Context: an optimization exercise on an open-source flow, tuned for small area, a short achievable clock period and few clock cycles per item. The choices shown serve that exercise and are no tape-out recipe.
Only simulation tests tie the RTL to the original design; equivalence was not proved.

==> amber: inputs <==
// value_noise_interpolator
module value_noise_interpolator #(
  parameter int FRAC_BITS      = 16,
  parameter int COS_TABLE_BITS = 8
) (
  input  logic clk_i,
  input  logic rst_ni,
  input  logic                                 s_axis_tvalid,
  output logic                                 s_axis_tready,
  input  logic [((FRAC_BITS + 1 + 7) / 8) * 8 - 1:0] s_axis_tdata,
  input  logic                                 s_axis_tuser,
  output logic                                 m_axis_tvalid,
  input  logic                                 m_axis_tready,
  output logic [((FRAC_BITS + 3 + 7) / 8) * 8 - 1:0] m_axis_tdata,
  input  logic                                 cfg_we_i,
  input  logic [1:0]                           cfg_idx_i,
  input  logic [31:0]                          cfg_data_i
);
  localparam int F       = FRAC_BITS;
  localparam int C       = COS_TABLE_BITS;
  localparam int OW      = F + 3;               
  localparam int OUT_DW  = ((F + 3 + 7) / 8) * 8;
  localparam int TAB_N   = 1 << C;
  localparam int TAB_LEN = TAB_N + 1;
  localparam int K       = 8;                   
  localparam logic [F:0] ONE_P = {1'b1, {F{1'b0}}};
  function automatic logic [TAB_LEN*(F+1)-1:0] build_cos_table();
    logic [TAB_LEN*(F+1)-1:0] tab;
    longint unsigned          theta;
    longint unsigned          term;
    longint                   sum;
    longint                   ent;
    tab = '0;
    for (int k = 0; k <= TAB_N / 2; k++) begin
      theta = (vni_pkg::PI_Q30 * 64'(k)) >> C;
      term  = 64'd1 << 30;
      sum   = 0;
      for (int m = 1; m <= 8; m++) begin
        term = (term * theta) >> 30;
        term = (term * theta) >> 30;
        term = term / 64'((2 * m - 1) * (2 * m));
        if ((m % 2) == 1) begin
          sum = sum + longint'(term);
        end else begin
          sum = sum - longint'(term);
        end
      end
      if (sum < 0) begin
        sum = 0;
      end
  ...
Settings: LEC_CHECK=0, CAP_MARGIN=20, CORE_MARGIN=2, CORE_UTILIZATION=65, PLACE_DENSITY=0.75, SLEW_MARGIN=20; clock period 12.0 ns.
run.sh (not shown) runs the stock make flow with config.mk's settings and CLKGATE_MAP_FILE= SYNTH_SCRIPT=/design/flow/synth_recipe.tcl, a recipe that flattens the netlist after the stock synthesis.
==> inputs of raven, as changes to amber <==
--- a/flow/design.v
+++ b/flow/design.v
@@ -202,53 +202,64 @@
         g3_q <= gnext;
       end
       t1_q <= nt;
       tn_q <= do_fill ? (upd1 ? inc0_q : '0) : tsum;
     end
   end
-  logic signed [18:0] cd, cp, cr;
+  logic signed [18:0] cd, ce, cp, cr, rc, rl;
   always_comb begin
-    cd = 19'(w0_q) - 19'(w1_q);
-    cp = 19'(g3_q[31 -: F]) - 19'(w2_q) - 19'(w0_q) + 19'(w1_q);
-    cr = 19'(w2_q) - 19'(is_cubic ? w0_q : w1_q);
+    cd = is_cubic ? (19'(w0_q) - 19'(w1_q)) : '0;
+    ce = is_cubic ? (19'(g3_q[31 -: F]) - 19'(w2_q)) : '0;
+    cp = ce - cd;
+    rc = 19'(w2_q) - 19'(w0_q);
+    rl = 19'(w2_q) - 19'(w1_q);
+    cr = (rc & {19{is_cubic}}) | (rl & {19{!is_cubic}});    
   end
   logic signed [17:0] p1_q;
   logic signed [16:0] d1_q;
   logic signed [16:0] r1_q;
   logic [F-1:0]       tp_q, w1p_q;
   always_ff @(posedge clk_i) begin
     if (en_q) begin
-      p1_q  <= is_cubic ? cp[17:0] : '0;
-      d1_q  <= is_cubic ? cd[16:0] : '0;
+      p1_q  <= cp[17:0];
+      d1_q  <= cd[16:0];
       r1_q  <= is_step ? '0 : cr[16:0];
       tp_q  <= t1_q;
       w1p_q <= w1_q;
     end
   end
   logic [34:0] t1s, t1c;
   logic [K:0]  lo1;
   vni_tree1 u_tree1 (.x_i(p1_q), .t_i(tp_q), .d_i(d1_q), .s_o(t1s), .c_o(t1c));
   assign lo1 = {1'b0, t1s[K-1:0]} + {1'b0, t1c[K-1:0]};
   logic [34:K]        r1s_q, r1c_q;
   logic               r1k_q;
   logic [F-1:0]       ta_q, w1a_q;
+  logic [C-1:0]       ikn_q, ik_q;    
   logic signed [16:0] ra_q;
   always_ff @(posedge clk_i) begin
     if (en_q) begin
       r1s_q <= t1s[34:K];
       r1c_q <= t1c[34:K];
       r1k_q <= lo1[K];
       ta_q  <= tp_q;
+      ikn_q <= ~tp_q[F-1 -: C];
+      ik_q  <= tp_q[F-1 -: C];
       w1a_q <= w1p_q;
       ra_q  <= r1_q;
     end
   end
   logic [34:K] sum1;
   logic [F:0]  cos_w;
   assign sum1  = r1s_q + r1c_q + {{(34 - K){1'b0}}, r1k_q};
-  assign cos_w = COS_TAB[ta_q[F-1 -: C]*(F+1) +: F+1];
+  logic [C-1:0] cidx;
+  logic [F:0]   cos_a, cos_b;
+  assign cidx  = ~ikn_q;
+  assign cos_a = COS_TAB[cidx*(F+1) +: F+1];
+  assign cos_b = COS_TAB[ik_q*(F+1) +: F+1];
+  assign cos_w = {cos_b[F:F/2], cos_a[F/2-1:0]};
   logic signed [18:0] a_q;
   logic [F-1:0]       tb_q, mb_q, w1b_q;
   logic signed [16:0] rb_q;
   always_ff @(posedge clk_i) begin
     if (en_q) begin
       a_q   <= sum1[34:16];
==> flow/config.mk (replaced) <==
export PLATFORM = sky130hd
export DESIGN_NAME = value_noise_interpolator
export DESIGN_NICKNAME = value_noise_interpolator
export VERILOG_FILES = /design/flow/design.v
export SDC_FILE = /design/flow/constraint.sdc
export NUM_CORES = 4
export LEC_CHECK = 0
export CAP_MARGIN = 20
export CORE_MARGIN = 2
export CORE_UTILIZATION = 40
export SLEW_MARGIN = 20
==> inputs of quartz, as changes to amber <==
--- a/flow/design.v
+++ b/flow/design.v
@@ -162,14 +162,12 @@
   logic [31:0]        g3_q;
   logic [F-1:0]       t1_q;
   logic [F:0]         tn_q;
   logic [31:0]  fs1, fs2, gsrc, gnext;
   logic [F-1:0] nw0, nw1, nw2, nw3, nt;
   logic         shift;
-  logic [F:0]   tsum;
-  assign tsum  = {1'b0, tn_q[F-1:0]} + inc0_q;
   assign fs1   = vni_pkg::xorshift32(seed_q);
   assign fs2   = vni_pkg::xorshift32(fs1);
   assign shift = tn_q[F];
   assign gsrc  = do_fill ? fs2 : g3_q;
   assign gnext = vni_pkg::xorshift32(gsrc);
   always_comb begin
@@ -199,13 +197,13 @@
       w1_q <= nw1;
       w2_q <= nw2;
       if (do_fill || shift) begin
         g3_q <= gnext;
       end
       t1_q <= nt;
-      tn_q <= do_fill ? (upd1 ? inc0_q : '0) : tsum;
+      tn_q <= fill_q && !upd1 ? '0 : ({1'b0, nt} + inc0_q);
     end
   end
   logic signed [18:0] cd, cp, cr;
   always_comb begin
     cd = 19'(w0_q) - 19'(w1_q);
     cp = 19'(g3_q[31 -: F]) - 19'(w2_q) - 19'(w0_q) + 19'(w1_q);
==> flow/config.mk (replaced) <==
export PLATFORM = sky130hd
export DESIGN_NAME = value_noise_interpolator
export DESIGN_NICKNAME = value_noise_interpolator
export VERILOG_FILES = /design/flow/design.v
export SDC_FILE = /design/flow/constraint.sdc
export NUM_CORES = 4
export LEC_CHECK = 0
export CAP_MARGIN = 20
export CORE_MARGIN = 2
export CORE_UTILIZATION = 40
export CTS_BUF_LIST = sky130_fd_sc_hd__clkbuf_8
export SLEW_MARGIN = 20
==> inputs of sierra, as changes to amber <==
--- a/flow/design.v
+++ b/flow/design.v
@@ -202,53 +202,78 @@
         g3_q <= gnext;
       end
       t1_q <= nt;
       tn_q <= do_fill ? (upd1 ? inc0_q : '0) : tsum;
     end
   end
-  logic signed [18:0] cd, cp, cr;
+  logic [31:0]        gsh;
+  logic               upd_sh;
+  logic signed [16:0] e1_q, dd1_q;
+  logic signed [16:0] es, eh, ds, dh;
+  assign gsh    = vni_pkg::xorshift32(g3_q);
+  assign upd_sh = upd1 && shift;
+  assign es     = 17'(gsh[31 -: F]) - 17'(g3_q[31 -: F]);
+  assign eh     = 17'(g3_q[31 -: F]) - 17'(w2_q);
+  assign ds     = 17'(w1_q) - 17'(w2_q);
+  assign dh     = 17'(w0_q) - 17'(w1_q);
+  always_ff @(posedge clk_i) begin
+    e1_q  <= (es & {17{upd_sh}}) | (eh & {17{!upd_sh}});
+    dd1_q <= (ds & {17{upd_sh}}) | (dh & {17{!upd_sh}});
+  end
+  logic signed [18:0] cd, ce, cp, cr, rc, rl;
   always_comb begin
-    cd = 19'(w0_q) - 19'(w1_q);
-    cp = 19'(g3_q[31 -: F]) - 19'(w2_q) - 19'(w0_q) + 19'(w1_q);
-    cr = 19'(w2_q) - 19'(is_cubic ? w0_q : w1_q);
+    cd = 19'(dd1_q);
+    ce = 19'(e1_q);
+    cp = ce - cd;
+    rc = 19'(w2_q) - 19'(w0_q);
+    rl = 19'(w2_q) - 19'(w1_q);
+    cr = (rc & {19{is_cubic}}) | (rl & {19{!is_cubic}});    
   end
   logic signed [17:0] p1_q;
   logic signed [16:0] d1_q;
   logic signed [16:0] r1_q;
   logic [F-1:0]       tp_q, w1p_q;
   always_ff @(posedge clk_i) begin
     if (en_q) begin
-      p1_q  <= is_cubic ? cp[17:0] : '0;
-      d1_q  <= is_cubic ? cd[16:0] : '0;
+      p1_q  <= cp[17:0] & {18{is_cubic}};
+      d1_q  <= cd[16:0] & {17{is_cubic}};
       r1_q  <= is_step ? '0 : cr[16:0];
       tp_q  <= t1_q;
       w1p_q <= w1_q;
     end
   end
   logic [34:0] t1s, t1c;
   logic [K:0]  lo1;
   vni_tree1 u_tree1 (.x_i(p1_q), .t_i(tp_q), .d_i(d1_q), .s_o(t1s), .c_o(t1c));
   assign lo1 = {1'b0, t1s[K-1:0]} + {1'b0, t1c[K-1:0]};
   logic [34:K]        r1s_q, r1c_q;
   logic               r1k_q;
   logic [F-1:0]       ta_q, w1a_q;
+  logic [C-1:0]       ikn_q, ik_q;    
   logic signed [16:0] ra_q;
   always_ff @(posedge clk_i) begin
     if (en_q) begin
       r1s_q <= t1s[34:K];
       r1c_q <= t1c[34:K];
       r1k_q <= lo1[K];
       ta_q  <= tp_q;
+      ikn_q <= ~tp_q[F-1 -: C];
+      ik_q  <= tp_q[F-1 -: C];
       w1a_q <= w1p_q;
       ra_q  <= r1_q;
     end
   end
   logic [34:K] sum1;
   logic [F:0]  cos_w;
   assign sum1  = r1s_q + r1c_q + {{(34 - K){1'b0}}, r1k_q};
-  assign cos_w = COS_TAB[ta_q[F-1 -: C]*(F+1) +: F+1];
+  logic [C-1:0] cidx;
+  logic [F:0]   cos_a, cos_b;
+  assign cidx  = ~ikn_q;
+  assign cos_a = COS_TAB[cidx*(F+1) +: F+1];
+  assign cos_b = COS_TAB[ik_q*(F+1) +: F+1];
+  assign cos_w = {cos_b[F:F/2], cos_a[F/2-1:0]};
   logic signed [18:0] a_q;
   logic [F-1:0]       tb_q, mb_q, w1b_q;
   logic signed [16:0] rb_q;
   always_ff @(posedge clk_i) begin
     if (en_q) begin
       a_q   <= sum1[34:16];
==> flow/config.mk (replaced) <==
export PLATFORM = sky130hd
export DESIGN_NAME = value_noise_interpolator
export DESIGN_NICKNAME = value_noise_interpolator
export VERILOG_FILES = /design/flow/design.v
export SDC_FILE = /design/flow/constraint.sdc
export NUM_CORES = 4
export LEC_CHECK = 0
export CAP_MARGIN = 20
export CORE_MARGIN = 2
export CORE_UTILIZATION = 40
export SLEW_MARGIN = 20
==> notes.md <==
Status:
- The flow ran to the end and the layout has no timing, DRC or antenna violations.

Synth:
- Of the post-synthesis cell area, the dominant cell type holds 0.315.
- In this run, distinct cell masters in the synthesized netlist total 83.
- After synthesis the netlist holds a flip-flop and latch count of 681.
- The synthesized-area fraction occupied by ao, oa, aoi and oai cells was 0.0806.

Drt:
- The detailed-route via count is 40100.
- The routed metal-1 wirelength is 66800 um.
- The wire length after detailed routing is 153000 um.

Placed design:
- The number of placed instances, taps included, is 7554.
- The cell area after placement is 62900 um^2.

CTS:
- CTS saw 681 sinks.
- For the worst-skew pair, the clock arrives at the later sink with an insertion delay of 850 ps.

Setup path:
- The number of buffers and inverters on the critical path is 2.

Floorplan:
- The area of the core region is 150000 um^2.

Final layout:
- At the end of the flow the core is filled with cells to 0.436.
Source of the figures above: quartz

==> notes.md <==
Status:
- The run finished with no timing, DRC or antenna violations.

CTS:
- The clock latency reported for the late side of the worst-skew pair is 670 ps.
- The total clock sinks is 681.

Drt:
- The final layout contains routed wiring with a total length of 153000 um.
- The routed metal-1 wirelength is 61900 um.
- Using the TritonRoute via totals, the vias-per-cell ratio works out to 5.89.

Placed design:
- Including well taps, the total number of placed cells is 6866.
- The cell area after placement is 62600 um^2.

Final layout:
- The utilization of the core after routing is 0.698.
- The number of sequential storage elements is 681.

Synth:
- The area share of the largest cell type after synthesis is 0.312.
- The count of distinct cell types in the synthesized netlist is 98.
- The flop and latch count out of synthesis is 681.
- The synthesized-area fraction occupied by ao, oa, aoi and oai cells is 0.0809.

Setup path:
- The buffering stage count on the worst path with inverters included is 2.
- The kind of cell with the highest combined delay along the critical path is compound AO/OA/AOI/OAI gates.

Global routing:
- The global routing usage summed across all routing layers is 0.329.

STA:
- The final number of max-transition violations came to 0.
Source of the figures above: amber

==> notes.md <==
Status:
- The run finished with no timing, DRC or antenna violations.

CTS:
- Clock latency on the worst-skew pair, taken at its later pin, is 700 ps.
- The clock net in this run drives a total of 724 sinks.

Setup path:
- The buffering stage count on the worst path with inverters included is 1.

Synth:
- The synthesized-area fraction occupied by ao, oa, aoi and oai cells is 0.0885.
- Of the post-synthesis cell area, the dominant cell type holds 0.300.
- In this run, synthesis produced a sequential element count of 724.
- After synthesis, the netlist uses 93 different library cells.
- Of the total synthesized cell area, the portion taken by AND, OR, NAND and NOR gates is 0.142.

Drt:
- The final layout contains routed wiring with a total length of 161000 um.
- The routed metal-1 wirelength is 70000 um.
- The detailed-route via count is 43500.

Final layout:
- Once layout is complete, the utilization of the core stands at 0.435.
- Measured on the final layout, the clock distribution area share stands at 0.0384.

Placed design:
- The cell area after placement is 66900 um^2.

Floorplan:
- The area of the core region is 160000 um^2.
Source of the figures above: sierra

==> notes.md <==
Status:
- The flow ran to the end and the layout has no timing, DRC or antenna violations.

Placed design:
- The cell area after placement is 64200 um^2.
- The number of instances in the placed design is 7789.

Drt:
- For this block, the via count after detailed routing is 41300.
- For this block, the routed nets add up to 153000 um of wire.

Synth:
- The area share of the largest cell type after synthesis is 0.313.
- The synthesized-area fraction occupied by ao, oa, aoi and oai cells is 0.0897.
- The flop and latch count out of synthesis is 690.
- The number of different library cells used by synthesis comes to 90.

CTS:
- The clock latency reported for the late side of the worst-skew pair is 710 ps.
- The total clock sinks is 690.

Floorplan:
- The area of the core region is 152000 um^2.

Setup path:
- Counting both buffers and inverters, the worst setup path holds a total of 1.

Final layout:
- At the end of the flow the core is filled with cells to 0.441.
Source of the figures above: raven

Testbench counts of amber, summed over its fixed seeds: cycles 5,232, items 4,800.
Testbench counts of raven, summed over its fixed seeds: cycles 5,232, items 4,800.
Testbench counts of quartz, summed over its fixed seeds: cycles 5,232, items 4,800.
Testbench counts of sierra, summed over its fixed seeds: cycles 5,232, items 4,800.

## what the ideal ports hide
The flow's constraints put no driver on any port. The routed layouts listed below were extracted and timed again, unchanged, in two steps. Step 1 (the two cells are an assumption about what drives the block):
set clk [get_ports {clk_i}]
set_driving_cell -lib_cell sky130_fd_sc_hd__clkbuf_16 $clk
set_driving_cell -lib_cell sky130_fd_sc_hd__buf_2 [delete_from_list [all_inputs] $clk]
Step 2 also shifts input and output timing later by t, the mid clock arrival at the registers, as if the neighbouring blocks saw the same clock. Three values: ideal ports, drivers, drivers and shift; two values: the first two.
| run | t (ns) | setup slack, ns | worst setup path at the end | clock arrival spread, ns | cell pins on the clock port's net |
|---|---|---|---|---|---|
| amber | 0.718 | 6.991 / 6.991 / 6.991 | register to register | 0.040 / 0.040 | 1 |
| raven | 0.758 | 7.118 / 7.118 / 7.118 | register to register | 0.057 / 0.057 | 1 |
| quartz | 0.882 | 7.072 / 7.072 / 7.072 | register to register | 0.062 / 0.062 | 1 |
| sierra | 0.758 | 7.454 / 7.454 / 7.454 | register to register | 0.039 / 0.040 | 1 |
After both steps every run listed still meets setup and hold.
